From an optimization exercise on the open Yosys and OpenROAD flow, aimed at small area, a short achievable clock period and few clock cycles per item; shortcuts taken in it are not production practice.
RTL that was checked went through simulation tests only; none was proved equivalent to the original.
The RTL of runs 2, 3, 6 and 7 was laid out without a check of its function.
Power figures rest on the tool's default switching activity, not on a simulated workload.

--- flow/flow/run.sh ---
#!/bin/bash
# Standard ORFS layout; only the port buffers use a small plain buffer cell.
set -euo pipefail
export BUFFER_PORTS_ARGS="-buffer_cell sky130_fd_sc_hd__buf_1"
bash standard.sh > flow.log 2>&1
--- flow/standard.sh ---
#!/bin/bash
# synth_recipe.tcl (not shown) runs the flow's synth.tcl, then flattens the netlist and writes it again
# the make line also repeats each setting of config.mk as NAME=value (left out here)
make -C /OpenROAD-flow-scripts/flow DESIGN_CONFIG=/design/flow/config.mk WORK_HOME=/design/flow/orfs CLKGATE_MAP_FILE= SYNTH_SCRIPT=/design/flow/synth_recipe.tcl "${@:-finish}"
--- flow/config.mk ---
export PLATFORM = sky130hd
export DESIGN_NAME = soc_axi_regfile
export DESIGN_NICKNAME = soc_axi_regfile
export VERILOG_FILES = /design/flow/design.v
export SDC_FILE = /design/flow/constraint.sdc
export NUM_CORES = 4
export LEC_CHECK = 0
export ABC_CLOCK_PERIOD_IN_PS = 2000
export CAP_MARGIN = 20
export CORE_MARGIN = 2
export CORE_UTILIZATION = 55
export CTS_CLUSTER_DIAMETER = 60
export CTS_CLUSTER_SIZE = 30
export PLACE_DENSITY = 0.7
export SETUP_SLACK_MARGIN = 1.9
export SLEW_MARGIN = 20
--- flow/constraint.sdc ---
create_clock -name core_clock -period 4.0 [get_ports {aclk}]
set_input_delay 0.8000 -clock core_clock [delete_from_list [all_inputs] [get_ports {aclk}]]
set_output_delay 0.8000 -clock core_clock [all_outputs]
set_load 0.01 [all_outputs]
--- flow/design.v ---
`default_nettype none
module soc_axi_regfile #(
  parameter int TAGW      = 16,
  parameter int MEM_BYTES = 64,
  parameter int NUM_LOG   = 2,
  parameter int ADDRW     = 13
) (
  input  logic                   aclk,
  input  logic                   rst,
  input  logic                   arvalid,
  output logic                   arready,
  input  logic [31:0]            araddr,
  input  logic [TAGW-1:0]        arid,
  input  logic [7:0]             arlen,
  input  logic [1:0]             arburst,
  input  logic [2:0]             arsize,
  output logic                   rvalid,
  input  logic                   rready,
  output logic [31:0]            rdata,
  output logic [1:0]             rresp,
  output logic [TAGW-1:0]        rid,
  output logic                   rlast,
  input  logic                   awvalid,
  output logic                   awready,
  input  logic [31:0]            awaddr,
  input  logic [TAGW-1:0]        awid,
  input  logic [7:0]             awlen,
  input  logic [1:0]             awburst,
  input  logic [2:0]             awsize,
  input  logic                   wvalid,
  output logic                   wready,
  input  logic [31:0]            wdata,
  input  logic [3:0]             wstrb,
  input  logic                   wlast,
  output logic                   bvalid,
  input  logic                   bready,
  output logic [1:0]             bresp,
  output logic [TAGW-1:0]        bid,
  input  logic [31:0]            gpio_in,
  output logic [31:0]            gpio_out,
  output logic [31:0]            pauser,
  output logic [255:0]           cptra_obf_key,
  input  logic [8*NUM_LOG-1:0]   log_char,
  input  logic [NUM_LOG-1:0]     log_empty,
  input  logic [NUM_LOG-1:0]     log_full,
  output logic [NUM_LOG-1:0]     log_rd
);
  localparam int          NW            = MEM_BYTES / 4;    
  localparam int          WAW           = ADDRW - 2;        
  localparam int          MWW           = $clog2(NW);
  localparam logic [1:0]  C_BURST_FIXED = 2'b00;
  localparam logic [1:0]  C_BURST_WRAP  = 2'b10;
  localparam logic [WAW-1:0] C_LOG_WBASE = WAW'(32'h1000 >> 2);
  logic w_unused;
  assign w_unused = ^{araddr[31:ADDRW], araddr[1:0], awaddr[31:ADDRW], awaddr[1:0], wlast};
  logic [NW-1:0][31:0] mem_q;    
  localparam int DW = NW + 2 * NUM_LOG + 1;
  function automatic logic [DW-1:0] rdec(input logic [WAW-1:0] a, input logic bad);
    logic [NW-1:0]      sel;
    logic [NUM_LOG-1:0] ld, ls;
    logic               ok;
    sel = '0; ld = '0; ls = '0; ok = 1'b0;
    if (!bad) begin
      if (a[WAW-1:MWW] == '0) begin
        ok = 1'b1;
        sel[a[MWW-1:0]] = 1'b1;
      end
      for (int n = 0; n < NUM_LOG; n++) begin
        if (a[WAW-1:1] == (C_LOG_WBASE[WAW-1:1] | (WAW-1)'(n))) begin
          ok = 1'b1;
          if (a[0]) ls[n] = 1'b1;
          else      ld[n] = 1'b1;
        end
      end
    end
    rdec = {ok, ls, ld, sel};
  endfunction
  logic            rh_v_q, rt_v_q;
  logic [WAW-1:0]  rh_addr_q, rt_addr_q;
  logic [7:0]      rh_rem_q, rt_len_q;
  logic            rh_last_q;
  logic            rh_fixed_q, rt_fixed_q;
  logic            rh_bad_q, rt_bad_q;
  logic [TAGW-1:0] rh_id_q, rt_id_q;
  logic [NW-1:0]   rh_sel_q;
  logic [NUM_LOG-1:0] rh_ld_q, rh_ls_q;
  logic            rh_ok_q;
  logic            arready_q;
  logic            rvalid_q;
  logic [31:0]     rdata_q;
  logic            rerr_q;
  logic [TAGW-1:0] rid_q;
  logic            rlast_q;
  logic [NUM_LOG-1:0] rpop_q;
  logic [NUM_LOG-1:0] log_rd_q;
  logic            ar_hs;
  logic            ar_bad;
  logic            ar_fixed;
  logic            r_free;
  logic            r_gen;
  logic            r_adv;
  logic [31:0]     r_data;
  logic [NUM_LOG-1:0] r_pop;
  logic            r_block;
  logic [DW-1:0]   r_dec_nxt;    
  logic [DW-1:0]   r_dec_new;    
  logic [WAW-1:0]  r_addr_nxt;
  assign ar_hs    = arvalid & arready_q;
  assign ar_bad   = (arsize != 3'd2) || (arburst == C_BURST_WRAP);
  assign ar_fixed = (arburst == C_BURST_FIXED);
  assign r_free   = ~rvalid_q | rready;
  always_comb begin
    r_data = 32'h0;
    for (int w = 0; w < NW; w++) begin
      if (w == 2) r_data = r_data | ({32{rh_sel_q[w]}} & gpio_in);
      else        r_data = r_data | ({32{rh_sel_q[w]}} & mem_q[w]);
    end
    r_block = 1'b0;
    for (int n = 0; n < NUM_LOG; n++) begin
      r_data[8:0] = r_data[8:0] | ({9{rh_ld_q[n]}} & {~log_empty[n], log_char[8*n +: 8]});
      r_data[1:0] = r_data[1:0] | ({2{rh_ls_q[n]}} & {log_full[n], log_empty[n]});
      r_pop[n]    = rh_ld_q[n] & ~log_empty[n];
      r_block     = r_block | (rh_ld_q[n] & ((rvalid_q & rpop_q[n]) | log_rd_q[n]));
    end
  end
  assign r_gen      = rh_v_q & r_free & ~r_block;
  assign r_adv      = ~rh_v_q | (r_gen & rh_last_q);    
  assign r_addr_nxt = rh_fixed_q ? rh_addr_q : rh_addr_q + WAW'(1);
  logic r_at_top, r_at_logm1;
  logic [2*NUM_LOG-1:0] r_lw, r_lw_nxt;
  logic [NW-1:0] r_sel_nxt;
  assign r_at_top   = ~rh_bad_q & (rh_addr_q == '1);
  assign r_at_logm1 = ~rh_bad_q & (rh_addr_q == C_LOG_WBASE - WAW'(1));
  always_comb begin
    for (int n = 0; n < NUM_LOG; n++) begin
      r_lw[2*n]   = rh_ld_q[n];
      r_lw[2*n+1] = rh_ls_q[n];
    end
    r_lw_nxt  = {r_lw[2*NUM_LOG-2:0], r_at_logm1};
    r_sel_nxt = {rh_sel_q[NW-2:0], r_at_top};
    if (rh_fixed_q) begin
      r_dec_nxt = {rh_ok_q, rh_ls_q, rh_ld_q, rh_sel_q};
    end else begin
      r_dec_nxt[NW-1:0] = r_sel_nxt;
      for (int n = 0; n < NUM_LOG; n++) begin
        r_dec_nxt[NW+n]         = r_lw_nxt[2*n];
        r_dec_nxt[NW+NUM_LOG+n] = r_lw_nxt[2*n+1];
      end
      r_dec_nxt[DW-1] = (rh_ok_q & ~rh_sel_q[NW-1] & ~r_lw[2*NUM_LOG-1]) | r_at_top | r_at_logm1;
    end
  end
  assign r_dec_new  = rt_v_q ? rdec(rt_addr_q, rt_bad_q) : rdec(araddr[ADDRW-1:2], ar_bad);
  always_ff @(posedge aclk) begin
    if (rst) begin
      rh_v_q    <= 1'b0;
      rt_v_q    <= 1'b0;
      arready_q <= 1'b1;
      rvalid_q  <= 1'b0;
      rpop_q    <= '0;
      log_rd_q  <= '0;
    end else begin
      if (r_adv) begin
        rh_v_q <= rt_v_q | ar_hs;
        rt_v_q <= rt_v_q & ar_hs;
        arready_q <= ~(rt_v_q & ar_hs);
      end else begin
        rt_v_q <= rt_v_q | ar_hs;
        arready_q <= ~(rt_v_q | ar_hs);
      end
      if (r_free) rvalid_q <= r_gen;
      if (r_gen) rpop_q <= r_pop;
      else if (r_free) rpop_q <= '0;
      log_rd_q <= (rvalid_q & rready) ? rpop_q : '0;
    end
  end
  always_ff @(posedge aclk) begin
    if (r_adv) begin
      {rh_ok_q, rh_ls_q, rh_ld_q, rh_sel_q} <= r_dec_new;
      if (rt_v_q) begin
        rh_addr_q  <= rt_addr_q;
        rh_rem_q   <= rt_len_q;
        rh_last_q  <= (rt_len_q == 8'h0);
        rh_fixed_q <= rt_fixed_q;
        rh_bad_q   <= rt_bad_q;
        rh_id_q    <= rt_id_q;
      end else begin
        rh_addr_q  <= araddr[ADDRW-1:2];
        rh_rem_q   <= arlen;
        rh_last_q  <= (arlen == 8'h0);
        rh_fixed_q <= ar_fixed;
        rh_bad_q   <= ar_bad;
        rh_id_q    <= arid;
      end
    end else if (r_gen) begin
      rh_rem_q  <= rh_rem_q - 8'h1;
      rh_last_q <= (rh_rem_q == 8'h1);
      rh_addr_q <= r_addr_nxt;
      {rh_ok_q, rh_ls_q, rh_ld_q, rh_sel_q} <= r_dec_nxt;
    end
    if (ar_hs) begin
      rt_addr_q  <= araddr[ADDRW-1:2];
      rt_len_q   <= arlen;
      rt_fixed_q <= ar_fixed;
      rt_bad_q   <= ar_bad;
      rt_id_q    <= arid;
    end
    if (r_gen) begin
      rdata_q <= r_data;
      rerr_q  <= ~rh_ok_q;
      rid_q   <= rh_id_q;
      rlast_q <= rh_last_q;
    end
  end
  logic            wh_v_q, wt_v_q;
  logic [WAW-1:0]  wh_addr_q, wt_addr_q;
  logic [7:0]      wh_rem_q, wt_len_q;
  logic            wh_last_q;
  logic            wh_ok_q;        
  logic            wh_fixed_q, wt_fixed_q;
  logic            wh_bad_q, wt_bad_q;
  logic            wh_err_q;
  logic [TAGW-1:0] wh_id_q, wt_id_q;
  logic            awready_q;
  logic            wready_q;
  logic            bvalid_q;
  logic            berr_q;
  logic [TAGW-1:0] bid_q;
  logic            aw_hs;
  logic            aw_bad;
  logic            aw_fixed;
  logic            w_hs;
  logic            w_adv;
  logic            w_wr;
  logic            wh_v_d, wt_v_d, wh_last_d, bvalid_d;
  logic [7:0]      wh_rem_d;
  logic [WAW-1:0]  w_addr_nxt;
  assign aw_hs      = awvalid & awready_q;
  assign aw_bad     = (awsize != 3'd2) || (awburst == C_BURST_WRAP);
  assign aw_fixed   = (awburst == C_BURST_FIXED);
  assign w_hs       = wvalid & wready_q;
  assign w_adv      = ~wh_v_q | (w_hs & wh_last_q);
  assign w_wr       = w_hs & wh_ok_q;
  assign w_addr_nxt = wh_addr_q + WAW'(1);
  always_comb begin
    if (w_adv) begin
      wh_v_d    = wt_v_q | aw_hs;
      wt_v_d    = wt_v_q & aw_hs;
      wh_rem_d  = wt_v_q ? wt_len_q : awlen;
      wh_last_d = (wh_rem_d == 8'h0);
    end else begin
      wh_v_d    = wh_v_q;
      wt_v_d    = wt_v_q | aw_hs;
      wh_rem_d  = w_hs ? wh_rem_q - 8'h1 : wh_rem_q;
      wh_last_d = w_hs ? (wh_rem_q == 8'h1) : wh_last_q;
    end
    bvalid_d = (bvalid_q & ~bready) | (w_hs & wh_last_q);
  end
  always_ff @(posedge aclk) begin
    if (rst) begin
      wh_v_q    <= 1'b0;
      wt_v_q    <= 1'b0;
      awready_q <= 1'b1;
      wready_q  <= 1'b0;
      bvalid_q  <= 1'b0;
    end else begin
      wh_v_q    <= wh_v_d;
      wt_v_q    <= wt_v_d;
      awready_q <= ~wt_v_d;
      wready_q  <= wh_v_d & (~wh_last_d | ~bvalid_d);
      bvalid_q  <= bvalid_d;
    end
  end
  always_ff @(posedge aclk) begin
    wh_rem_q  <= wh_rem_d;
    wh_last_q <= wh_last_d;
    if (w_adv) begin
      wh_err_q <= 1'b0;
      if (wt_v_q) begin
        wh_addr_q  <= wt_addr_q;
        wh_ok_q    <= ~wt_bad_q & (wt_addr_q[WAW-1:MWW] == '0);
        wh_fixed_q <= wt_fixed_q;
        wh_bad_q   <= wt_bad_q;
        wh_id_q    <= wt_id_q;
      end else begin
        wh_addr_q  <= awaddr[ADDRW-1:2];
        wh_ok_q    <= ~aw_bad & (awaddr[ADDRW-1:MWW+2] == '0);
        wh_fixed_q <= aw_fixed;
        wh_bad_q   <= aw_bad;
        wh_id_q    <= awid;
      end
    end else if (w_hs) begin
      wh_err_q <= wh_err_q | ~wh_ok_q;
      if (!wh_fixed_q) begin
        wh_addr_q <= w_addr_nxt;
        wh_ok_q   <= ~wh_bad_q & (w_addr_nxt[WAW-1:MWW] == '0);
      end
    end
    if (aw_hs) begin
      wt_addr_q  <= awaddr[ADDRW-1:2];
      wt_len_q   <= awlen;
      wt_fixed_q <= aw_fixed;
      wt_bad_q   <= aw_bad;
      wt_id_q    <= awid;
    end
    if (w_hs & wh_last_q) begin
      berr_q <= wh_err_q | ~wh_ok_q;
      bid_q  <= wh_id_q;
    end
  end
  logic [31:0] w_lane;
  logic [3:0]  w_go;
  assign w_lane = rst ? 32'h0 : wdata;
  assign w_go   = {4{w_wr}} & wstrb;
  for (genvar gw = 0; gw < NW; gw++) begin : g_word
    if (gw == 2) begin : g_hole
      assign mem_q[gw] = 32'h0;
    end else begin : g_store
      logic [31:0] word_q;
      for (genvar gb = 0; gb < 4; gb++) begin : g_byte
        logic en;
        assign en = rst | (w_go[gb] & (wh_addr_q[MWW-1:0] == MWW'(gw)));
        always_ff @(posedge aclk) begin
          if (en) word_q[8*gb +: 8] <= w_lane[8*gb +: 8];
        end
      end
      assign mem_q[gw] = word_q;
    end
  end
  assign arready  = arready_q;
  assign rvalid   = rvalid_q;
  assign rdata    = rdata_q;
  assign rresp    = {rerr_q, 1'b0};
  assign rid      = rid_q;
  assign rlast    = rlast_q;
  assign log_rd   = log_rd_q;
  assign awready  = awready_q;
  assign wready   = wready_q;
  assign bvalid   = bvalid_q;
  assign bresp    = {berr_q, 1'b0};
  assign bid      = bid_q;
  assign gpio_out = mem_q[0];
  assign pauser   = mem_q[3];
  for (genvar gi = 0; gi < 8; gi++) begin : g_key
    assign cptra_obf_key[32*gi +: 32] = mem_q[8+gi];
  end
endmodule
`default_nettype wire
==> flow_summary_export.csv, run 1 <==
group,metric,value,unit
outcome,status,"finished clean",
floorplanning,io_pins,614,
final_layout,fin_nets,2584,
final_layout,layout_common_cells,"edfxtp_1 (718), buf_1 (564), a221oi_1 (123)",
floorplanning,fp.dieW,232.6,um
grt,grt_max_degree,78,
grt,antenna_found_initial,4,
job,maxCapViolCount,0,
detailed_routing,vias,19670,
critical_path,crit_buf_inv,1,
sta,fin_crit,2087,ps
placement,place.gp.congestion,0.8898,
critical_path,crit_required,3200,ps
detailed_routing,drt_iter0_markers,2323,
floorplanning,placementRows,83,
synthesis,synth_sequential_area_ratio,76.07,%
placement,dp_cells,2932,
grt,grt_overflow_total,0,
grt,grt_usage,33.40,%
synthesis,ys_seq_elements,733,
critical_path,crit_arrival,1290,ps
detailed_routing,wl,91940,um
critical_path,cp_top_family,"flip-flops",
sta,setup_viol_count_final,0,
detailed_routing,drc,0,
sta,rsz0062_at_grt,"true",
detailed_routing,wl_per_cell,29.99,um
cts,clkTransAtPathRegs,100,ps
synthesis,synthFlopType,"edfxtp_1",
final_layout,drive_above_1_share,13.09,%
critical_path,worstSetupStartpointType,"flop",
floorplanning,coreArea,51510,um2
placement,port_buffers,568,
critical_path,slowest_delay,500,ps
synthesis,synthDistinctLibCells,56,
grt,grt_pass1_wl,129300,um
critical_path,crit_chain,"clkbuf_2",
critical_path,cp-end-kind,"primary output",
synthesis,synth_area_per_cell,16.59,um2
detailed_routing,dr.pass1.iters,6,
detailed_routing,ant_nets,0,
detailed_routing,avgViaCountPerCell,6.416,
critical_path,crit_slowest_cell,"edfxtp_1",
sta,drv_slew,0,
floorplanning,initial_core_util,55.79,%
cts,clock-root-buffer,"clkbuf_16",
sta,slew_headroom,28.88,%
cts,clock_sinks,733,
cts,cts_tree,"done",
sta,period_share,52.18,%
final_layout,area_growth,20.73,%
sta,skew,24.69,ps
cts,cts_max_level,2,
floorplanning,die-area,54090,um2
synthesis,synth_warnings,1,
synthesis,async_reset_ff_share,0,%
power,ir_drop,0.0003890,V
synthesis,syn-cell-area,28740,um2
placement,hpwl,62480,um
cts,clk_latency,610,ps
power,p_leak,11.68,nW
synthesis,synth_edf_count,718,
final_layout,final_common_cell,"edfxtp_1",
power,p_per_area,503.6,nW/um2
cts,cts_made_buffers,44,
hold_path,hold_class,"input port to flop",
sta,hold_violations,0,
cts,clockBufferDepth,3,
sta,fmax,0.4791,GHz
critical_path,crit_type,"flop to primary output",
floorplanning,die_h,232.6,um
final_layout,final_cell_count_no_fill,3066,
critical_path,cp_max_fo,2,
sta,worst_slew_pin_slew,1065,ps
synthesis,synthCells,1732,
grt,grt_pass1_vias,19150,
sta,final.setup.tns,0,ps
## worst paths after layout
path,startpoint,to,slack (ps),cells after the start
worst max-delay path,g_word[0].g_store.word_q[0],gpio_out[0],1910,1
worst min-delay path,arid[8],rt_id_q[8],390,1
worst max register to register,wh_addr_q[1],g_word[3].g_store.word_q[7],1940,3
worst min register to register,rh_id_q[13],rid_q[13],430,0
## synthesized netlist by cell type (14+ instances only)
library cell  number  area share, %
o21ai_0           38           0.66
clkbuf_1          88            1.1
xor2_1            19           0.58
nor3_1            14           0.24
a22o_1           120            3.7
inv_1             21           0.27
o21bai_1          61            1.6
nand2_1           72           0.94
a22oi_1           27           0.71
ha_1              17           0.74
nor4_1            17           0.37
dfxtp_1           15            1.0
a221oi_1         123            3.7
a21oi_1           26           0.45
xnor2_1           15           0.46
nand3_1           20           0.35
nor2_1            51           0.67
mux2i_1           28           0.98
mux2_2            35            1.4
nor2b_1           52            1.1
nand4_1           39           0.85
edfxtp_1         718             75
## kinds of logic after synthesis
logic type,Yosys count,synth area share [%]
compound gates,439,12.02
flops,733,76.07
other cells,1,0.01305
xor+xnor,34,1.036
buf+inv,127,1.720
mux,63,2.347
simple gates,317,6.013
fa+ha+maj,18,0.7750
## registers in the layout (all words and copies together) (netlist names), 11 cells and up
signal,count
bid_q,16
g_word.g_store.word_q,480
rdata_q,32
rh_addr_q,11
rh_id_q,16
rh_sel_q,16
rid_q,16
rt_addr_q,11
rt_id_q,16
wh_addr_q,11
wh_id_q,16
wt_addr_q,11
wt_id_q,16
## where the power goes
group	internal (mW)	switching, mW
Combinational	0.915	1.78
Sequential	9.14	0.379
Clock	2.41	2.84
Total	12.5	5.00
## layer usage
layer | track usage, % | up-vias | share of wire [%]
li1 | - | 8314 | -
met1 | 44.71 | 9791 | 37
met2 | 55.41 | 1362 | 49
met3 | 6.176 | 201 | 10
met4 | 11.39 | 2 | 3.6
met5 | 0 | - | 0.017
## final cells by class
cell class / instances / area (um2)
Timing Repair Buffer: 675 / 3156
Fill cell: 3675 / 16810
Tap cell: 680 / 850.8
Sequential cell: 733 / 21870
Clock buffer: 45 / 1126
Antenna cell: 3 / 7.507
Clock inverter: 35 / 498.0
Inverter: 22 / 82.58
Multi-Input combinational cell: 873 / 7104
## through the flow
step	power [mW]	setup WS [ps]	hold WS, ps	instance area, um2	utilization, %
5_1_grt	17.98	1849	370.4	34690	67.36
3_5_place_dp	12.14	686.4	404.5	31980	62.08
6_report	17.47	1913	385.1	34690	67.36
2_1_floorplan	10.96	1529	400.3	28960	-
4_1_cts	17.45	1797	358.0	34460	66.90
3_3_place_gp	12.07	708.0	401.7	31950	62.03
## what timing repair did
item	CTS	global route
hold buffers	0	0
endpoints found under the setup margin	596	163
setup buffers	44	7
pin swaps	10	13
gates resized for setup	75	24
Testbench counts, summed over its fixed seeds: cycles 11,516, items 2,560.
==> run 2, diff against run 1 <==
--- a/flow/design.v
+++ b/flow/design.v
@@ -94,3 +94,2 @@
   logic [NUM_LOG-1:0] rpop_q;
-  logic [NUM_LOG-1:0] log_rd_q;
   logic            ar_hs;
@@ -122,3 +121,3 @@
       r_pop[n]    = rh_ld_q[n] & ~log_empty[n];
-      r_block     = r_block | (rh_ld_q[n] & ((rvalid_q & rpop_q[n]) | log_rd_q[n]));
+      r_block     = r_block | (rh_ld_q[n] & rvalid_q & rpop_q[n]);
     end
@@ -159,3 +158,2 @@
       rpop_q    <= '0;
-      log_rd_q  <= '0;
     end else begin
@@ -172,3 +170,2 @@
       else if (r_free) rpop_q <= '0;
-      log_rd_q <= (rvalid_q & rready) ? rpop_q : '0;
     end
@@ -334,3 +331,3 @@
   assign rlast    = rlast_q;
-  assign log_rd   = log_rd_q;
+  assign log_rd   = {NUM_LOG{rvalid_q & rready & ~rst}} & rpop_q;
   assign awready  = awready_q;
==> flow_summary_export.csv, run 2 <==
group,metric,value,unit
final_layout,layout_common_cells,"edfxtp_1 (718), buf_1 (550), buf_4 (130)",
synthesis,async_reset_ff_share,0,%
synthesis,synth_warnings,1,
power,intPower,12.39,mW
floorplanning,die_h,233.0,um
synthesis,synthFlopType,"edfxtp_1",
critical_path,crit_slowest_cell,"and4b_1",
final_layout,largest_reg_flops,480,
cts,clock_sinks,731,
placement,port_buffers,568,
synthesis,synth_top_family_by_area,"compound AO/OA/AOI/OAI gates",
sta,drv_slew,0,
floorplanning,coreArea,51610,um2
sta,fin_crit,2131,ps
sta,rsz0062_at_grt,"true",
synthesis,synthCells,1729,
sta,setup_viol_count_final,0,
critical_path,crit_type,"input port to primary output",
grt,grt_usage,35.25,%
placement,hpwl,65470,um
detailed_routing,drt_iter0_markers,2523,
synthesis,ys_seq_elements,731,
final_layout,area_growth,19.01,%
power,ir_drop,0.0004204,V
synthesis,synth_sequential_area_ratio,75.65,%
sta,hold_violations,0,
cts,ctsHoldBuffers,0,
grt,antenna_found_initial,12,
synthesis,synthDistinctLibCells,61,
critical_path,crit_arrival,1330,ps
outcome,status,"finished clean",
final_layout,fin_nets,2615,
cts,cts_made_buffers,45,
synthesis,ys_top_cells_by_count,"edfxtp_1 (718), a221oi_1 (120), a22o_1 (120)",
power,p_seq_share,55.0,%
synthesis,synthTopCellsByArea,"edfxtp_1 (75%), a221oi_1 (3.6%), a22o_1 (3.6%), mux2_2 (1.8%), o21bai_1 (1.6%)",
synthesis,yosys.area.top_type_share,74.74,%
detailed_routing,wl_per_cell,31.34,um
cts,cts_max_level,2,
synthesis,synth_area_leader_cell,"edfxtp_1",
floorplanning,placementRows,83,
floorplanning,die-area,54300,um2
detailed_routing,drc,0,
grt,grt_pass1_wl,135200,um
critical_path,cp-end-kind,"primary output",
sta,fin_ws,1869,ps
sta,slew_headroom,22.98,%
grt,grt_overflow_total,0,
sta,worst_slew_pin_slew,1153,ps
detailed_routing,vias,20090,
power,pwr-share-clk,30.6,%
detailed_routing,avgViaCountPerCell,6.469,
final_layout,final_common_cell,"edfxtp_1",
sta,fmax,0.4692,GHz
job,maxCapViolCount,0,
final_layout,drive_above_1_share,13.16,%
synthesis,syn-cell-area,28850,um2
critical_path,worstSetupStartpointType,"input port",
cts,cts_tree,"done",
critical_path,crit_chain,"clkbuf_16, and4b_1, buf_2",
detailed_routing,dr.pass1.iters,7,
power,combPwrFrac,14.4,%
floorplanning,initial_core_util,55.89,%
grt,grt_max_degree,59,
synthesis,yosys.area_share.simple,6.263,%
power,power_switching_share,28.45,%
synthesis,synth_xor_area_share,1.002,%
grt,grt_pass1_vias,19520,
floorplanning,io_pins,614,
placement,pre_cts_ws,1077,ps
hold_path,hold_class,"input port to flop",
detailed_routing,ant_nets,0,
critical_path,crit_buf_inv,2,
power,p_leak,11.63,nW
detailed_routing,wl,97340,um
cts,clk_latency,610,ps
synthesis,synth_compound_area_share,11.94,%
final_layout,top_register,"g_word.g_store.word_q",
synthesis,synthMostInstantiatedCell,"edfxtp_1",
final_layout,largest_registers,"g_word.g_store.word_q: 480 flops, rdata_q: 32 flops",
sta,skew,24.94,ps
floorplanning,fp.dieW,233.0,um
cts,clockBufferDepth,3,
critical_path,slowest_delay,240,ps
critical_path,cp_max_fo,3,
sta,final.setup.tns,0,ps
synthesis,synthMuxAreaShare,2.312,%
synthesis,synth_area_per_cell,16.68,um2
power,p_per_area,504.3,nW/um2
critical_path,crit_required,3200,ps
synthesis,synth_edf_count,718,
cts,clock-root-buffer,"clkbuf_16",
cts,clkTransAtPathRegs,100,ps
power,power_switching,4.925,mW
placement,place.gp.congestion,0.9053,
critical_path,cp_top_family,"buffers and inverters",
synthesis,synth_fa_ha_area_share,0.8068,%
sta,period_share,53.28,%
==> run 2: changes by cell type after synthesis, moves of 9 or more <==
cell,previous run,this run
a32oi_1,12,1
clkbuf_1,88,75
mux2_2,35,45
mux2i_1,28,16
nor2_1,51,37
xor2_1,19,10
==> run 2: cell families (layout without fill, tap and decap cells) <==
logic type / count (synthesis) / in the layout
AO/OA/AOI/OAI: 436 / 437
XOR/XNOR: 33 / 33
adder cells (fa/ha/maj): 19 / 19
buffers and inverters: 133 / 819
flip-flops: 731 / 731
multiplexers: 61 / 61
other: 1 / 11
AND/OR/NAND/NOR: 315 / 315
==> run 2: what timing repair did <==
item,CTS,global route
buffers inserted,32,14
gates resized for setup,27,18
cloned,4,0
endpoints found under the setup margin,220,69
pin swaps,5,7
==> run 2: layer usage <==
metal  GRT usage (%)  wire (um)
met4           14.19       4355
met3           8.775      11470
met5               0         68
met1           46.60      35390
met2           56.36      46060
==> run 2: worst paths after layout <==
path / startpoint / end / slack (ps) / cells past startpoint
worst max-delay path: rst / log_rd[1] / 1870 / 3
worst min-delay path: awid[9] / wt_id_q[9] / 380 / 1
worst max register to register: rh_ld_q[0] / rh_rem_q[6] / 1890 / 6
worst min register to register: rh_id_q[7] / rid_q[7] / 430 / 0
==> run 2: area by class of cell <==
| type | instances | area (um2) |
|---|---|---|
| Fill cell | 3761 | 17280 |
| Timing Repair Buffer | 706 | 3293 |
| Antenna cell | 9 | 22.52 |
| Sequential cell | 731 | 21830 |
| Inverter | 28 | 111.4 |
| Multi-Input combinational cell | 867 | 6573 |
| Clock inverter | 35 | 461.7 |
| Timing Repair inverter | 1 | 7.507 |
| Tap cell | 680 | 850.8 |
| Clock buffer | 49 | 1184 |
==> run 2: worst reg2reg max path, cell delays in order, from the launching register on <==
cell,delay (ps)
edfxtp_1,520
a22oi_2,320
a311oi_4,130
buf_4,170
buf_6,230
a211oi_1,400
a21oi_1,90
==> run 2: power by group through the flow <==
stage	Sequential (mW)	Combinational (mW)	Clock, mW
after floorplan	9.66	1.20	0
after global placement	9.76	2.16	0
after detailed placement	9.79	2.20	0
after CTS	9.51	2.42	5.34
after global routing	9.57	2.62	5.59
final	9.51	2.50	5.30
==> run 2: metrics by stage <==
stage	total power, mW	std cells	hold slack (ps)	instance area, um2	util, %
final	17.31	3106	381.3	34330	66.51
after detailed placement	11.99	2963	404.5	32100	62.20
after floorplan	10.86	1730	400.3	28910	-
after global placement	11.91	2963	400.6	32100	62.20
after CTS	17.27	3083	359.8	34140	66.14
after global routing	17.78	3103	375.4	34320	66.50
==> run 3, diff against run 2 <==
--- a/flow/config.mk
+++ b/flow/config.mk
@@ -7,3 +7,2 @@
 export LEC_CHECK = 0
-export ABC_CLOCK_PERIOD_IN_PS = 2000
 export CAP_MARGIN = 20
@@ -14,3 +13,3 @@
 export PLACE_DENSITY = 0.7
-export SETUP_SLACK_MARGIN = 1.9
+export SETUP_SLACK_MARGIN = 2.05
 export SLEW_MARGIN = 20
==> flow_summary_export.csv, run 3 <==
group,metric,value,unit
final_layout,layout_common_cells,"edfxtp_1 (718), buf_4 (393), buf_1 (196)",
detailed_routing,drt_iter0_markers,2820,
synthesis,synthDistinctLibCells,61,
final_layout,area_growth,31.82,%
grt,grt_max_degree,59,
power,power_switching_share,28.53,%
cts,clock-root-buffer,"clkbuf_16",
cts,clockBufferDepth,3,
power,p_per_area,474.5,nW/um2
placement,hpwl,65330,um
grt,grt_overflow_total,0,
outcome,status,"finished clean",
critical_path,path_depth,3,
cts,ctsHoldBuffers,0,
synthesis,synthCells,1729,
cts,cts_max_level,2,
grt,grt_usage,36.21,%
critical_path,r2r_slack,1920,ps
floorplanning,die_h,233.0,um
final_layout,final_util,73.67,%
cts,cts_tree,"done",
sta,period_share,54.00,%
detailed_routing,avgViaCountPerCell,6.487,
power,p_leak,14.44,nW
grt,antenna_found_initial,10,
synthesis,synth_area_per_cell,16.68,um2
power,combPwrFrac,16.8,%
cts,clock_sinks,731,
grt,grt_pass1_vias,20540,
synthesis,synth_sequential_area_ratio,75.65,%
power,pwr-share-clk,30.4,%
critical_path,r2r_start,"rh_ld_q[0]",
critical_path,rr_worst_depth,7,
placement,pre_cts_ws,964.4,ps
power,power_switching,5.148,mW
detailed_routing,ant_nets,0,
floorplanning,io_pins,614,
sta,drv_slew,0,
job,maxCapViolCount,0,
sta,setup_viol_count_final,0,
cts,cts_made_buffers,46,
final_layout,fin_nets,2896,
critical_path,crit_type,"input port to primary output",
critical_path,rr_endpoint,"rh_rem_q[5]",
critical_path,slowest_delay,270,ps
sta,fin_crit,2160,ps
final_layout,largest_reg_flops,480,
critical_path,crit_buf_inv,2,
synthesis,syn-cell-area,28850,um2
sta,worst_slew_pin_slew,1202,ps
placement,port_buffers,568,
critical_path,crit_required,3200,ps
detailed_routing,drc,0,
detailed_routing,vias,21970,
critical_path,crit_end,"log_rd[1]",
placement,place.gp.congestion,0.9338,
critical_path,cp-end-kind,"primary output",
power,finalPower,18.04,mW
synthesis,ys_seq_elements,731,
power,ir_drop,0.0004287,V
hold_path,hold_depth,1,
critical_path,cp_top_family,"buffers and inverters",
sta,slew_headroom,19.68,%
synthesis,synthMostInstantiatedCell,"edfxtp_1",
sta,fmax,0.4630,GHz
critical_path,cp_max_fo,3,
sta,final.setup.tns,0,ps
final_layout,final_common_cell,"edfxtp_1",
hold_path,hold_class,"input port to flop",
critical_path,worstSetupStartpointType,"input port",
synthesis,yosys.area.top_type_share,74.74,%
final_layout,largest_registers,"g_word.g_store.word_q: 480 flops, rdata_q: 32 flops",
synthesis,synth_warnings,1,
detailed_routing,wl_per_cell,30.85,um
synthesis,synth_area_leader_cell,"edfxtp_1",
floorplanning,initial_core_util,55.89,%
sta,hold_violations,0,
synthesis,synthFlopType,"edfxtp_1",
grt,grt_pass1_wl,139600,um
power,intPower,12.90,mW
synthesis,synthTopCellsByArea,"edfxtp_1 (75%), a221oi_1 (3.6%), a22o_1 (3.6%), mux2_2 (1.8%), o21bai_1 (1.6%)",
critical_path,crit_arrival,1360,ps
floorplanning,fp.dieW,233.0,um
final_layout,fill_cells,3193,
sta,fin_ws,1840,ps
detailed_routing,dr.pass1.iters,7,
detailed_routing,wl,104500,um
cts,clk_latency,640,ps
critical_path,crit_chain,"clkbuf_16, and4b_1, buf_2",
floorplanning,placementRows,83,
cts,clkTransAtPathRegs,100,ps
final_layout,top_register,"g_word.g_store.word_q",
final_layout,finalInstanceArea,38020,um2
critical_path,startpoint,"rst",
sta,rsz0062_at_grt,"true",
synthesis,synth_edf_count,718,
floorplanning,die-area,54300,um2
power,p_seq_share,52.8,%
critical_path,crit_slowest_cell,"and4b_1",
synthesis,async_reset_ff_share,0,%
placement,place_area,32100,um2
final_layout,drive_above_1_share,37.27,%
sta,skew,27.76,ps
synthesis,ys_top_cells_by_count,"edfxtp_1 (718), a221oi_1 (120), a22o_1 (120)",
floorplanning,coreArea,51610,um2
## run 3: logic make-up after synthesis
kind of cell	count (synthesis)	synth area share [%]
AO/OA/AOI/OAI	436	11.94
flip-flops	731	75.65
buffers and inverters	133	2.017
XOR/XNOR	33	1.002
multiplexers	61	2.312
adder cells (fa/ha/maj)	19	0.8068
other	1	0.01300
AND/OR/NAND/NOR	315	6.263
## run 3: power groups by stage
| stage | sequential (mW) | combinational [mW] | clock (mW) |
|---|---|---|---|
| 2_1_floorplan | 9.66 | 1.21 | 0 |
| 3_3_place_gp | 9.73 | 2.19 | 0 |
| 3_5_place_dp | 9.75 | 2.25 | 0 |
| 4_1_cts | 9.48 | 2.70 | 5.47 |
| 5_1_grt | 9.56 | 3.15 | 5.73 |
| 6_report | 9.52 | 3.04 | 5.49 |
## run 3: how the worst min path moves through the flow
stage	start	endpoint
after global routing	awaddr[4]	wt_addr_q[2]
final	awaddr[4]	wt_addr_q[2]
after floorplan	wh_id_q[0]	bid_q[0]
after detailed placement	wh_id_q[14]	bid_q[14]
after global placement	rh_id_q[8]	rid_q[8]
after CTS	awaddr[4]	wt_addr_q[2]
## run 3: cell type report
type / count / area, um2 / area share (%)
clock buffer: 48 / 1180 / 3.103
antenna: 7 / 17.52 / 0.04607
inverter: 28 / 113.9 / 0.2994
timing repair inverter: 2 / 12.51 / 0.03291
clock inverter: 38 / 533.0 / 1.402
sequential: 731 / 21840 / 57.43
tap: 680 / 850.8 / 2.238
multi-input combinational: 869 / 6890 / 18.12
timing repair buffer: 983 / 6590 / 17.33
## run 3: per-layer routing
layer	GRT usage (%)	wire (um)	up-vias
li1	-	-	8928
met1	47.20	36030	10850
met2	58.07	49190	1801
met3	9.669	13300	387
met4	14.73	5917	4
met5	0	33	-
## run 3: what timing repair did
item	in CTS	in global routing
gates resized for setup	354	316
setup buffers	195	130
pin swaps	20	28
setup endpoints to repair	967	789
cloned	6	3
## run 3: stage by stage
step	hold WS [ps]	cells
6_report	370.5	3386
5_1_grt	366.2	3384
4_1_cts	343.3	3246
3_5_place_dp	404.5	2959
3_3_place_gp	402.2	2958
2_1_floorplan	400.3	1730
==> run 4, diff against run 3 <==
--- a/flow/design.v
+++ b/flow/design.v
@@ -210,11 +210,11 @@
   end
-  logic            wh_v_q, wt_v_q;
-  logic [WAW-1:0]  wh_addr_q, wt_addr_q;
-  logic [7:0]      wh_rem_q, wt_len_q;
+  logic            wh_v_q;
+  logic [WAW-1:0]  wh_addr_q;
+  logic [7:0]      wh_rem_q;
   logic            wh_last_q;
   logic            wh_ok_q;        
-  logic            wh_fixed_q, wt_fixed_q;
-  logic            wh_bad_q, wt_bad_q;
+  logic            wh_fixed_q;
+  logic            wh_bad_q;
   logic            wh_err_q;
-  logic [TAGW-1:0] wh_id_q, wt_id_q;
+  logic [TAGW-1:0] wh_id_q;
   logic            awready_q;
@@ -230,3 +230,3 @@
   logic            w_wr;
-  logic            wh_v_d, wt_v_d, wh_last_d, bvalid_d;
+  logic            wh_v_d, wh_last_d, bvalid_d;
   logic [7:0]      wh_rem_d;
@@ -242,5 +242,4 @@
     if (w_adv) begin
-      wh_v_d    = wt_v_q | aw_hs;
-      wt_v_d    = wt_v_q & aw_hs;
-      wh_rem_d  = wt_v_q ? wt_len_q : awlen;
+      wh_v_d    = aw_hs;
+      wh_rem_d  = awlen;
       wh_last_d = (wh_rem_d == 8'h0);
@@ -248,3 +247,2 @@
       wh_v_d    = wh_v_q;
-      wt_v_d    = wt_v_q | aw_hs;
       wh_rem_d  = w_hs ? wh_rem_q - 8'h1 : wh_rem_q;
@@ -257,3 +255,2 @@
       wh_v_q    <= 1'b0;
-      wt_v_q    <= 1'b0;
       awready_q <= 1'b1;
@@ -263,4 +260,3 @@
       wh_v_q    <= wh_v_d;
-      wt_v_q    <= wt_v_d;
-      awready_q <= ~wt_v_d;
+      awready_q <= ~wh_v_d;
       wready_q  <= wh_v_d & (~wh_last_d | ~bvalid_d);
@@ -274,15 +270,7 @@
       wh_err_q <= 1'b0;
-      if (wt_v_q) begin
-        wh_addr_q  <= wt_addr_q;
-        wh_ok_q    <= ~wt_bad_q & (wt_addr_q[WAW-1:MWW] == '0);
-        wh_fixed_q <= wt_fixed_q;
-        wh_bad_q   <= wt_bad_q;
-        wh_id_q    <= wt_id_q;
-      end else begin
-        wh_addr_q  <= awaddr[ADDRW-1:2];
-        wh_ok_q    <= ~aw_bad & (awaddr[ADDRW-1:MWW+2] == '0);
-        wh_fixed_q <= aw_fixed;
-        wh_bad_q   <= aw_bad;
-        wh_id_q    <= awid;
-      end
+      wh_addr_q  <= awaddr[ADDRW-1:2];
+      wh_ok_q    <= ~aw_bad & (awaddr[ADDRW-1:MWW+2] == '0);
+      wh_fixed_q <= aw_fixed;
+      wh_bad_q   <= aw_bad;
+      wh_id_q    <= awid;
     end else if (w_hs) begin
@@ -294,9 +282,2 @@
     end
-    if (aw_hs) begin
-      wt_addr_q  <= awaddr[ADDRW-1:2];
-      wt_len_q   <= awlen;
-      wt_fixed_q <= aw_fixed;
-      wt_bad_q   <= aw_bad;
-      wt_id_q    <= awid;
-    end
     if (w_hs & wh_last_q) begin
--- a/flow/config.mk
+++ b/flow/config.mk
@@ -13,3 +13,3 @@
 export PLACE_DENSITY = 0.7
-export SETUP_SLACK_MARGIN = 2.05
+export SETUP_SLACK_MARGIN = 1.8
 export SLEW_MARGIN = 20
==> flow_summary_export.csv, run 4 <==
group,metric,value,unit
sta,skew,28.93,ps
final_layout,largest_reg_flops,480,
critical_path,rr_worst_depth,3,
floorplanning,placementRows,81,
power,p_per_area,508.3,nW/um2
grt,grt_overflow_total,0,
floorplanning,die_h,226.2,um
hold_path,hold_class,"input port to flop",
final_layout,largest_registers,"g_word.g_store.word_q: 480 flops, rdata_q: 32 flops",
synthesis,synth_area_leader_cell,"edfxtp_1",
synthesis,synthTopCellsByArea,"edfxtp_1 (75%), a22o_1 (3.9%), a221oi_1 (3.9%), o21bai_1 (1.7%), nand2_1 (1.3%)",
critical_path,worstSetupStartpointType,"flop",
hold_path,worstHoldStart,"awid[8]",
cts,clock-root-buffer,"clkbuf_16",
critical_path,r2r_start,"wh_ok_q",
power,ir_drop,0.0003191,V
hold_path,hold_depth,1,
grt,antenna_found_initial,9,
synthesis,syn-cell-area,27160,um2
cts,clkTransAtPathRegs,100,ps
critical_path,cp_top_family,"simple AND/OR/NAND/NOR gates",
sta,period_share,55.04,%
synthesis,async_reset_ff_share,0,%
critical_path,cp_max_fo,15,
final_layout,top_register,"g_word.g_store.word_q",
sta,slew_headroom,27.03,%
outcome,status,"finished clean",
synthesis,synthFlopType,"edfxtp_1",
placement,pre_cts_ws,895.8,ps
detailed_routing,ant_nets,0,
sta,fin_ws,1798,ps
grt,grt_pass1_wl,125600,um
sta,fmax,0.4542,GHz
sta,holdWs,352.7,ps
power,p_leak,10.98,nW
hold_path,holdPathEnd,"wh_id_q[8]",
detailed_routing,avgViaCountPerCell,6.400,
sta,drv_slew,0,
final_layout,layout_common_cells,"edfxtp_1 (681), buf_1 (563), a22o_1 (122)",
critical_path,rr_endpoint,"g_word[6].g_store.word_q[14]",
synthesis,synth_warnings,1,
placement,hpwl,61870,um
critical_path,crit_arrival,2450,ps
critical_path,cp-end-kind,"flop",
floorplanning,coreArea,48850,um2
detailed_routing,vias,19010,
synthesis,ys_top_cells_by_count,"edfxtp_1 (681), a22o_1 (122), a221oi_1 (120)",
sta,fin_crit,2202,ps
detailed_routing,dr.pass1.iters,6,
critical_path,slowest_delay,590,ps
placement,port_buffers,568,
detailed_routing,drt_iter0_markers,2346,
cts,cts_made_buffers,43,
floorplanning,initial_core_util,55.60,%
grt,grt_max_degree,61,
critical_path,crit_buf_inv,0,
final_layout,fin_nets,2502,
synthesis,synth_edf_count,681,
floorplanning,die-area,51180,um2
synthesis,synth_area_per_cell,16.51,um2
grt,grt_pass1_vias,18240,
synthesis,yosys.area.top_type_share,75.29,%
cts,clk_latency,610,ps
critical_path,crit_chain,"and3_1, nand2_1, o21bai_2",
synthesis,synthCells,1645,
sta,setup_viol_count_final,0,
final_layout,area_growth,19.45,%
floorplanning,fp.dieW,226.2,um
cts,ctsHoldBuffers,0,
synthesis,ys_seq_elements,693,
critical_path,crit_required,4240,ps
synthesis,synthMostInstantiatedCell,"edfxtp_1",
sta,worst_slew_pin_slew,1092,ps
critical_path,r2r_slack,1800,ps
cts,clockBufferDepth,3,
sta,hold_violations,0,
cts,cts_tree,"done",
detailed_routing,wl,91190,um
grt,grt_usage,34.82,%
synthesis,synthDistinctLibCells,66,
placement,place.gp.congestion,0.9125,
sta,rsz0062_at_grt,"true",
critical_path,crit_type,"flop to flop",
floorplanning,io_pins,614,
power,finalPower,16.49,mW
job,maxCapViolCount,0,
synthesis,synth_sequential_area_ratio,76.18,%
final_layout,drive_above_1_share,11.00,%
critical_path,crit_slowest_cell,"o21bai_2",
cts,cts_max_level,2,
final_layout,final_common_cell,"edfxtp_1",
cts,clock_sinks,693,
detailed_routing,drc,0,
sta,final.setup.tns,0,ps
detailed_routing,wl_per_cell,30.70,um
-- run 4: changes by cell type in the layout (fill, tap and decap cells not counted), sizes merged, moves of 8 or more --
cell,delta
a21oi,-9
edfxtp,-37
o221ai,-9
mux2,-26
nor2b,-8
nand2,+20
nand3,+15
clkbuf,-191
o21ai,+10
xnor2,-8
buf,-124
nand4,-8
-- run 4: kinds of logic after synthesis --
group                    share of synthesized area, %
XOR/XNOR                                        1.032
AO/OA/AOI/OAI                                   12.53
adder cells (fa/ha/maj)                        0.8246
multiplexers                                    1.267
buffers and inverters                           1.787
AND/OR/NAND/NOR                                 6.367
other                                         0.01381
flip-flops                                      76.18
-- run 4: timing repair --
item	4_1_cts	5_1_grt
endpoints found under the setup margin	162	171
cloned	2	0
gates resized for setup	16	37
hold endpoints to repair	0	0
setup buffers	16	6
-- run 4: worst max path at each step --
stage,start,to,cells past startpoint
2_1_floorplan,rready,rh_addr_q[0],7
3_3_place_gp,wvalid,g_word[14].g_store.word_q[25],4
3_5_place_dp,wvalid,g_word[3].g_store.word_q[25],4
4_1_cts,wh_ok_q,g_word[0].g_store.word_q[28],3
5_1_grt,wh_ok_q,g_word[6].g_store.word_q[15],3
6_report,wh_ok_q,g_word[6].g_store.word_q[14],3
-- run 4: power by group --
| part | total [mW] | internal, mW | leakage [nW] | switching, mW |
|---|---|---|---|---|
| registers | 9.00 | 8.64 | 7.05 | 0.362 |
| logic | 2.32 | 0.757 | 3.15 | 1.56 |
| clock network | 5.17 | 2.40 | 0.785 | 2.77 |
-- run 4: per-layer routing --
layer  up-vias  track usage, %  part of all wire [%]
met4         8           15.79                   4.8
met2      1383           54.72                    47
met3       244           9.589                    12
li1       7945               -                     -
met1      9428           45.53                    37
met5         -               0                 0.061
-- run 4: worst reg2reg max path: cells and delay by family (launching register included) --
kind,cells,cell delay [ps]
AO/OA/AOI/OAI,1,590
flip-flops,1,390
AND/OR/NAND/NOR,2,850
-- run 4: area by class of cell --
class	instances	area, um2
Antenna cell	5	12.51
Clock buffer	45	1126
Clock inverter	34	496.7
Fill cell	3550	16410
Inverter	22	85.08
Multi-Input combinational cell	836	6247
Sequential cell	693	20690
Tap cell	664	830.8
Timing Repair Buffer	671	2948
-- run 4: metrics by stage --
stage | utilization (%) | instance area, um2 | instances
2_1_floorplan | - | 27180 | 1646
3_3_place_gp | 62.12 | 30340 | 2862
3_5_place_dp | 62.12 | 30340 | 2862
4_1_cts | 65.88 | 32180 | 2959
5_1_grt | 66.41 | 32440 | 2969
6_report | 66.41 | 32440 | 2970
Testbench counts of run 4, summed over its fixed seeds: cycles 11,649, items 2,560.
==> run 5, diff against run 4 <==
--- a/flow/config.mk
+++ b/flow/config.mk
@@ -7,2 +7,3 @@
 export LEC_CHECK = 0
+export ABC_CLOCK_PERIOD_IN_PS = 2000
 export CAP_MARGIN = 20
@@ -13,3 +14,3 @@
 export PLACE_DENSITY = 0.7
-export SETUP_SLACK_MARGIN = 1.8
+export SETUP_SLACK_MARGIN = 1.9
 export SLEW_MARGIN = 20
==> flow_summary_export.csv, run 5 <==
group,metric,value,unit
outcome,status,"finished clean",
sta,period_share,52.68,%
sta,fin_ws,1893,ps
cts,clock_sinks,693,
synthesis,ys_seq_elements,693,
cts,clockBufferDepth,3,
sta,rsz0062_at_grt,"true",
grt,grt_usage,34.87,%
synthesis,synth_compound_area_share,12.53,%
floorplanning,fp.dieW,226.2,um
critical_path,startpoint,"g_word[15].g_store.word_q[5]",
grt,groute.layer.met1.usage,46.80,%
critical_path,cp_max_fo,2,
critical_path,cp_top_family,"flip-flops",
grt,gr-usage-met2,55.41,%
floorplanning,io_pins,614,
detailed_routing,dr.pass1.iters,6,
placement,pre_cts_ws,1037,ps
critical_path,cp-end-kind,"primary output",
critical_path,crit_end,"cptra_obf_key[229]",
grt,grt_pass1_wl,125900,um
cts,clock-root-buffer,"clkbuf_16",
sta,slew_headroom,22.49,%
critical_path,crit_buf_inv,1,
job,maxCapViolCount,0,
critical_path,crit_arrival,1310,ps
synthesis,synthDistinctLibCells,66,
critical_path,crit_slowest_cell,"edfxtp_1",
placement,dp_cells,2871,
critical_path,worstSetupStartpointType,"flop",
cts,cts_tree,"done",
detailed_routing,drt_iter0_markers,2712,
critical_path,crit_required,3200,ps
synthesis,syn-cell-area,27160,um2
placement,port_buffers,568,
detailed_routing,ant_nets,0,
synthesis,synth_xor_area_share,1.032,%
floorplanning,die_h,226.2,um
floorplanning,coreArea,48850,um2
power,ir_drop,0.0003554,V
detailed_routing,vias,19120,
synthesis,synth_sequential_area_ratio,76.18,%
critical_path,slowest_delay,520,ps
synthesis,synthCells,1645,
critical_path,r2r_start,"wh_ok_q",
sta,fmax,0.4746,GHz
hold_path,hold_class,"input port to flop",
placement,hpwl,62190,um
critical_path,path_depth,1,
synthesis,synthFlopType,"edfxtp_1",
sta,skew,42.08,ps
synthesis,yosys.area.top_type_share,75.29,%
critical_path,crit_type,"flop to primary output",
final_layout,largest_registers,"g_word.g_store.word_q: 480 flops, rdata_q: 32 flops",
detailed_routing,drc,0,
cts,clkTransAtPathRegs,100,ps
sta,drv_slew,0,
final_layout,final_cell_count_no_fill,2995,
synthesis,ys_top_cells_by_count,"edfxtp_1 (681), a22o_1 (122), a221oi_1 (120)",
floorplanning,initial_core_util,55.60,%
synthesis,synth_area_per_cell,16.51,um2
critical_path,crit_chain,"buf_1",
detailed_routing,avgViaCountPerCell,6.384,
critical_path,rr_endpoint,"g_word[5].g_store.word_q[15]",
cts,cts_max_level,2,
power,p_leak,11.03,nW
sta,final.setup.tns,0,ps
final_layout,area_growth,19.50,%
placement,place.gp.congestion,0.9674,
critical_path,rr_worst_depth,4,
cts,cts_made_buffers,41,
sta,fin_crit,2107,ps
final_layout,layout_common_cells,"edfxtp_1 (681), buf_1 (557), buf_4 (125)",
grt,grt_overflow_total,0,
synthesis,synthMostInstantiatedCell,"edfxtp_1",
grt,grt_max_degree,61,
grt,antenna_found_initial,8,
power,p_per_area,497.6,nW/um2
synthesis,yosys.area_share.simple,6.367,%
synthesis,synth_area_leader_cell,"edfxtp_1",
final_layout,drive_above_1_share,11.70,%
floorplanning,placementRows,81,
sta,worst_slew_pin_slew,1160,ps
final_layout,largest_reg_flops,480,
grt,top_usage_layer,"met2",
cts,clk_latency,610,ps
final_layout,final_common_cell,"edfxtp_1",
detailed_routing,wl_per_cell,30.35,um
synthesis,async_reset_ff_share,0,%
synthesis,synth_top_family_by_area,"compound AO/OA/AOI/OAI gates",
final_layout,top_register,"g_word.g_store.word_q",
synthesis,synth_fa_ha_area_share,0.8246,%
critical_path,r2r_slack,1920,ps
grt,grt_pass1_vias,17990,
sta,setup_viol_count_final,0,
cts,ctsHoldBuffers,0,
final_layout,fin_nets,2530,
grt,use_met3,8.002,%
sta,hold_violations,0,
final_layout,fill_cells,3583,
detailed_routing,wl,90890,um
synthesis,synth_edf_count,681,
synthesis,synthMuxAreaShare,1.267,%
floorplanning,die-area,51180,um2
synthesis,synthTopCellsByArea,"edfxtp_1 (75%), a22o_1 (3.9%), a221oi_1 (3.9%), o21bai_1 (1.7%), nand2_1 (1.3%)",
synthesis,synth_warnings,1,
run 5: kinds of logic (layout without fill, tap and decap cells):
group                      count (synthesis)  count (layout)
buffers and inverters                    117             795
and+or+nand+nor                          320             320
DFF                                      693             693
adders and majority gates                 18              18
other                                      1               8
xor gates and xnor gates                  32              32
AOI/OAI and AO/OA                        432             433
muxes                                     32              32
run 5: cell type report:
type	count	area (um2)	area share [%]
well taps	664	830.8	2.560
clock buffers	42	1030	3.173
repair buffers	700	3208	9.885
diodes	6	15.01	0.04626
inverters	22	87.58	0.2699
flip-flops and latches	693	20700	63.78
multi-input cells	837	6178	19.04
clock inverters	31	405.4	1.249
run 5: worst min path at each step:
stage          slack [ps]  cells past startpoint   startpoint          to
2_1_floorplan         400                      0   wh_id_q[0]    bid_q[0]
3_3_place_gp          400                      0   rh_id_q[9]    rid_q[9]
3_5_place_dp          400                      0  wh_id_q[10]   bid_q[10]
4_1_cts               340                      1      awid[3]  wh_id_q[3]
5_1_grt               350                      1      awid[2]  wh_id_q[2]
6_report              360                      1      awid[6]  wh_id_q[6]
run 5: per-stage QoR:
step / util, % / area, um2 / hold slack (ps) / total power, mW
4_1_cts: 66.05 / 32260 / 340.4 / 16.09
3_5_place_dp: 62.37 / 30470 / 404.5 / 11.35
3_3_place_gp: 62.37 / 30470 / 400.6 / 11.30
5_1_grt: 66.43 / 32450 / 350.1 / 16.61
2_1_floorplan: - / 27220 / 400.3 / 10.25
6_report: 66.44 / 32450 / 363.8 / 16.15
run 5: timing repair:
action	CTS	global route
pin swaps	0	3
gates cloned	2	1
buffers inserted	35	7
endpoints found under the setup margin	177	119
resized for setup	18	26
run 5: routing by layer:
metal | part of all wire, % | wire length (um) | vias up
li1 | - | - | 8002
met1 | 37 | 33180 | 9489
met2 | 47 | 42950 | 1399
met3 | 12 | 10890 | 224
met4 | 4.2 | 3784 | 6
met5 | 0.091 | 83 | -
run 5: power by group:
part / leakage, nW / switching [mW] / internal (mW) / total (mW)
Combinational: 3.29 / 1.59 / 0.807 / 2.40
Sequential: 7.05 / 0.338 / 8.64 / 8.97
Clock: 0.697 / 2.65 / 2.13 / 4.77
==> run 6, diff against run 5 <==
--- a/flow/design.v
+++ b/flow/design.v
@@ -279,3 +279,3 @@
         wh_addr_q <= w_addr_nxt;
-        wh_ok_q   <= ~wh_bad_q & (w_addr_nxt[WAW-1:MWW] == '0);
+        wh_ok_q   <= ~wh_bad_q & ((wh_ok_q & (wh_addr_q[MWW-1:0] != '1)) | (wh_addr_q == '1));
       end
==> flow_summary_export.csv, run 6 <==
group,metric,value,unit
outcome,status,"finished clean",
final_layout,finalInstanceArea,32600,um2
critical_path,cp-end-kind,"primary output",
detailed_routing,ant_nets,0,
floorplanning,io_pins,614,
cts,cts_made_buffers,41,
sta,slew_headroom,27.38,%
synthesis,synth_warnings,1,
final_layout,largest_reg_flops,480,
synthesis,synthMostInstantiatedCell,"edfxtp_1",
cts,clk_latency,610,ps
sta,period_share,53.33,%
synthesis,syn-cell-area,27040,um2
critical_path,worstSetupStartpointType,"input port",
synthesis,ys_top_cells_by_count,"edfxtp_1 (681), a221oi_1 (121), a22o_1 (121)",
detailed_routing,dr.pass1.iters,8,
cts,cts_max_level,2,
cts,clock_sinks,693,
final_layout,fill_cells,3490,
sta,holdWs,352.9,ps
synthesis,synthFlopType,"edfxtp_1",
floorplanning,initial_core_util,55.47,%
job,maxCapViolCount,0,
sta,final.setup.tns,0,ps
floorplanning,fp.dieW,225.7,um
grt,grt_usage,34.85,%
floorplanning,coreArea,48750,um2
placement,place.gp.congestion,0.8951,
critical_path,crit_required,3200,ps
placement,place_area,30300,um2
synthesis,synth_area_leader_cell,"edfxtp_1",
synthesis,synth_sequential_area_ratio,76.52,%
cts,cts_tree,"done",
placement,dp_cells,2845,
final_layout,area_growth,20.55,%
floorplanning,die-area,50950,um2
grt,antenna_found_initial,11,
placement,hpwl,60150,um
sta,drv_slew,0,
sta,fmax,0.4688,GHz
detailed_routing,avgViaCountPerCell,6.371,
final_layout,top_register,"g_word.g_store.word_q",
sta,fin_crit,2133,ps
synthesis,synthDistinctLibCells,67,
critical_path,cp_max_fo,3,
critical_path,crit_arrival,1330,ps
grt,grt_max_degree,42,
final_layout,final_cell_count_no_fill,2980,
cts,clockBufferDepth,3,
synthesis,synth_area_per_cell,16.65,um2
detailed_routing,wl,90720,um
final_layout,largest_registers,"g_word.g_store.word_q: 480 flops, rdata_q: 32 flops",
placement,pre_cts_ws,1126,ps
grt,grt_overflow_total,0,
final_layout,final_common_cell,"edfxtp_1",
sta,setup_viol_count_final,0,
synthesis,async_reset_ff_share,0,%
synthesis,ys_seq_elements,693,
detailed_routing,drt_iter0_markers,2568,
hold_path,hold_class,"input port to flop",
critical_path,crit_type,"input port to primary output",
cts,clock-root-buffer,"clkbuf_16",
cts,clkTransAtPathRegs,100,ps
final_layout,layout_common_cells,"edfxtp_1 (681), buf_1 (548), a22o_1 (121), a221oi_1 (121), buf_4 (117)",
grt,grt_pass1_wl,125500,um
power,ir_drop,0.0003756,V
sta,rsz0062_at_grt,"true",
detailed_routing,drc,0,
power,p_per_area,501.4,nW/um2
sta,skew,33.86,ps
sta,worst_slew_pin_slew,1087,ps
sta,hold_violations,0,
final_layout,fin_nets,2509,
power,p_leak,11.10,nW
placement,port_buffers,568,
synthesis,synthCells,1624,
grt,grt_pass1_vias,18230,
detailed_routing,vias,18990,
synthesis,synth_edf_count,681,
final_layout,final_util,66.86,%
floorplanning,die_h,225.7,um
final_layout,drive_above_1_share,12.53,%
floorplanning,placementRows,81,
synthesis,synthTopCellsByArea,"edfxtp_1 (76%), a221oi_1 (3.9%), a22o_1 (3.9%), o21bai_1 (1.7%), nand2_1 (1.2%)",
synthesis,yosys.area.top_type_share,75.63,%
detailed_routing,wl_per_cell,30.44,um
power,finalPower,16.34,mW
sta,fin_ws,1867,ps
-- run 6: layer usage --
metal  track usage, %  vias up  routed length (um)  part of all wire [%]
met3            8.977      176               11140                    12
met1            46.08     9493               32660                    36
met5                0        -                  30                 0.033
li1                 -     7939                   -                     -
met2            56.53     1375               43710                    48
met4            11.94        4                3177                   3.5
-- run 6: final cells by class --
type	count	area [um2]	area share, %
clock buffer	44	1080	3.313
sequential	693	20700	63.51
multi-input combinational	815	6066	18.61
tap	664	830.8	2.549
inverter	25	106.4	0.3263
clock inverter	32	464.2	1.424
timing repair buffer	698	3326	10.20
antenna	9	22.52	0.06910
-- run 6: where the power goes --
group / switching (mW) / total, mW / internal (mW) / leakage [nW]
clock network: 2.66 / 5.01 / 2.35 / 0.742
logic: 1.55 / 2.35 / 0.809 / 3.30
registers: 0.344 / 8.98 / 8.64 / 7.05
total: 4.55 / 16.3 / 11.8 / 11.1
-- run 6: critical path, cell delays in order --
cell       delay [ps]
clkbuf_16         140
and4b_1           260
buf_2             140
-- run 6: kinds of logic after synthesis --
logic type,synth area share [%]
flops,76.52
compound gates,12.74
simple gates,5.891
buf+inv,1.763
mux,1.277
xor+xnor,0.9717
fa+ha+maj,0.8236
other cells,0.01387
-- run 6: worst paths after layout --
path / start / to / slack (ps) / cells past startpoint
min: awid[0] / wh_id_q[0] / 350 / 1
max reg2reg: wh_ok_q / g_word[6].g_store.word_q[11] / 1880 / 3
max: rst / log_rd[1] / 1870 / 3
min reg2reg: rh_id_q[3] / rid_q[3] / 420 / 0
-- run 6: repair_timing --
action	in CTS	in global routing
gates cloned	5	1
setup endpoints to repair	308	113
gates resized for setup	39	27
buffers inserted	34	10
hold buffers	0	0
pin swaps	9	4
==> run 7, diff against run 6 <==
--- a/flow/config.mk
+++ b/flow/config.mk
@@ -7,9 +7,8 @@
 export LEC_CHECK = 0
-export ABC_CLOCK_PERIOD_IN_PS = 2000
 export CAP_MARGIN = 20
 export CORE_MARGIN = 2
-export CORE_UTILIZATION = 55
+export CORE_UTILIZATION = 65
 export CTS_CLUSTER_DIAMETER = 60
 export CTS_CLUSTER_SIZE = 30
-export PLACE_DENSITY = 0.7
+export PLACE_DENSITY = 0.75
 export SETUP_SLACK_MARGIN = 1.9
==> flow_summary_export.csv, run 7 <==
group,metric,value,unit
synthesis,ys_top_cells_by_count,"edfxtp_1 (681), a221oi_1 (121), a22o_1 (121)",
floorplanning,initial_core_util,66.07,%
synthesis,syn-cell-area,27040,um2
cts,cts_made_buffers,37,
synthesis,synthDistinctLibCells,67,
critical_path,crit_chain,"and3_1, nand2_1, o21bai_4, buf_4",
synthesis,synthMostInstantiatedCell,"edfxtp_1",
sta,period_share,55.72,%
critical_path,worstSetupStartpointType,"flop",
placement,place.gp.congestion,0.9446,
cts,cts_tree,"done",
synthesis,synthTopCellsByArea,"edfxtp_1 (76%), a221oi_1 (3.9%), a22o_1 (3.9%), o21bai_1 (1.7%), nand2_1 (1.2%)",
grt,grt_max_degree,83,
critical_path,cp_max_fo,15,
synthesis,yosys.area_share.simple,5.891,%
detailed_routing,drt_iter0_markers,2954,
final_layout,largest_registers,"g_word.g_store.word_q: 480 flops, rdata_q: 32 flops",
detailed_routing,vias,19430,
synthesis,synth_fa_ha_area_share,0.8237,%
synthesis,ys_seq_elements,693,
critical_path,crit_required,4300,ps
sta,hold_violations,0,
grt,antenna_found_initial,10,
hold_path,hold_class,"input port to flop",
synthesis,synthMuxAreaShare,1.277,%
detailed_routing,ant_nets,0,
detailed_routing,dr.pass1.iters,5,
floorplanning,io_pins,614,
synthesis,synth_xor_area_share,0.9717,%
outcome,status,"finished clean",
critical_path,crit_type,"flop to flop",
final_layout,fin_nets,2507,
synthesis,synth_compound_area_share,12.74,%
synthesis,synthCells,1624,
detailed_routing,wl_met3,12870,um
synthesis,yosys.area.top_type_share,75.63,%
final_layout,final_common_cell,"edfxtp_1",
detailed_routing,routed.top_layer,"met5",
final_layout,final_cell_count_no_fill,2836,
sta,fin_crit,2229,ps
cts,clk_latency,600,ps
detailed_routing,wl,89090,um
floorplanning,coreArea,40920,um2
final_layout,area_growth,18.80,%
detailed_routing,met1_length,29670,um
power,p_leak,10.93,nW
power,p_per_area,492.1,nW/um2
cts,clock-root-buffer,"clkbuf_16",
floorplanning,placementRows,74,
synthesis,async_reset_ff_share,0,%
grt,grt_overflow_total,0,
synthesis,synth_area_leader_cell,"edfxtp_1",
sta,fmax,0.4487,GHz
cts,clkTransAtPathRegs,100,ps
cts,clock_sinks,693,
detailed_routing,avgViaCountPerCell,6.851,
floorplanning,die_h,208.0,um
synthesis,synthFlopType,"edfxtp_1",
synthesis,synth_edf_count,681,
sta,drv_slew,0,
sta,worst_slew_pin_slew,1176,ps
placement,dp_cells,2711,
placement,hpwl,59300,um
critical_path,crit_arrival,2530,ps
final_layout,drive_above_1_share,12.19,%
floorplanning,fp.dieW,208.0,um
final_layout,largest_reg_flops,480,
sta,final.setup.tns,0,ps
final_layout,layout_common_cells,"edfxtp_1 (681), buf_1 (558), a22o_1 (121), buf_4 (121), a221oi_1 (120)",
detailed_routing,wl_per_cell,31.42,um
sta,setup_viol_count_final,0,
critical_path,cp-end-kind,"flop",
placement,port_buffers,568,
critical_path,crit_slowest_cell,"edfxtp_1",
synthesis,synth_top_family_by_area,"compound AO/OA/AOI/OAI gates",
cts,ctsHoldBuffers,0,
detailed_routing,drc,0,
sta,skew,18.63,ps
grt,grt_usage,40.05,%
sta,rsz0062_at_grt,"true",
cts,clockBufferDepth,3,
sta,slew_headroom,21.41,%
detailed_routing,wl_met2,41480,um
final_layout,top_register,"g_word.g_store.word_q",
floorplanning,die-area,43250,um2
synthesis,synth_warnings,1,
synthesis,synth_area_per_cell,16.65,um2
synthesis,synth_sequential_area_ratio,76.52,%
power,ir_drop,0.0004175,V
grt,grt_pass1_wl,123800,um
critical_path,slowest_delay,420,ps
cts,cts_max_level,2,
grt,grt_pass1_vias,18360,
job,maxCapViolCount,0,
[run 7: cell counts after synthesis]
Identical to the previous run, type by type.
[run 7: layout make-up]
class | instances | area [um2]
flip-flops and latches | 693 | 20700
fillers | 2430 | 8801
multi-input cells | 817 | 6127
repair buffers | 698 | 3247
clock buffers | 38 | 929.6
well taps | 532 | 665.6
clock inverters | 26 | 340.3
inverters | 25 | 96.34
diodes | 7 | 17.52
[run 7: logic make-up after synthesis]
logic type	count (synthesis)
other	1
and+or+nand+nor	295
AOI/OAI and AO/OA	436
buffers and inverters	119
DFF	693
xor gates and xnor gates	30
muxes	32
adders and majority gates	18
[run 7: timing repair]
action | CTS | global route
buffers inserted | 31 | 17
pin swaps | 6 | 2
gates resized for setup | 27 | 34
cloned | 4 | 2
hold endpoints to repair | 0 | 0
setup endpoints to repair | 179 | 195
[run 7: power by group]
| part | switching [mW] | internal (mW) | total [mW] |
|---|---|---|---|
| sequential | 0.335 | 8.64 | 8.98 |
| combinational | 1.57 | 0.796 | 2.36 |
| clock | 2.49 | 1.98 | 4.47 |
| total | 4.39 | 11.4 | 15.8 |
[run 7: final timing paths]
| path | from | to | slack (ps) | cells after the start |
|---|---|---|---|---|
| hold / removal | awid[3] | wh_id_q[3] | 370 | 1 |
| setup reg to reg | wh_ok_q | g_word[15].g_store.word_q[5] | 1770 | 4 |
| hold reg to reg | rh_id_q[9] | rid_q[9] | 430 | 0 |
| setup / recovery | wh_ok_q | g_word[15].g_store.word_q[5] | 1770 | 4 |
[run 7: per-stage QoR]
stage                     power (mW)  util [%]  cell area [um2]  setup WS, ps  hold slack [ps]
after floorplan                10.21         -            27080          1834            400.3
after global placement         11.19     73.59            30120          1113            400.5
after detailed placement       11.26     73.59            30120          1034            405.1
after CTS                      15.67     77.72            31810          1632            358.4
after global routing           16.20     78.48            32120          1739            354.8
final                          15.81     78.49            32120          1771            369.9
[run 7: critical path: cells and delay by family (launching register included)]
family,cells,cell delay (ps)
buffers and inverters,1,260
AOI/OAI and AO/OA,1,420
and+or+nand+nor,2,840
DFF,1,420
[run 7: routing by layer]
metal | global-route usage (%) | vias to the layer above
met3 | 10.60 | 306
li1 | - | 7941
met5 | 0 | -
met2 | 62.91 | 1771
met1 | 53.32 | 9405
met4 | 18.20 | 6

## separate check: timing with driven ports
How much do the figures lean on ideal ports? The routed layouts below were timed once more, with nothing changed but the port constraints.
Step 1, drivers: a clkbuf_16 drives aclk and a buf_2 each remaining input, both assumed.
Step 2 also shifts input and output timing later by t, the mid clock arrival at the registers, as if the neighbouring blocks saw the same clock.
a / b / c = no drivers / after step 1 / after step 2; a / b = the first two.
run | t, ns | setup WS [ns] | worst setup path at the end | worst data-port slew with drivers (ns)
run 1 | 0.661 | 1.913 / 1.850 / 1.300 | input to register | 0.10
run 2 | 0.667 | 1.869 / 1.706 / 1.198 | input to register | 0.21
run 3 | 0.683 | 1.840 / 1.693 / 1.308 | input to register | 0.21
run 4 | 0.659 | 1.798 / 1.752 / 1.241 | input to register | 0.19
run 5 | 0.653 | 1.893 / 1.722 / 1.320 | input to register | 0.24
run 6 | 0.655 | 1.867 / 1.737 / 1.268 | input to register | 0.19
run 7 | 0.645 | 1.771 / 1.762 / 1.170 | input to register | 0.18
After both steps setup and hold are still met in every run listed. The setup slack of run 2, which loses most, moves by -0.163 ns with the drivers and by -0.671 ns with both steps.
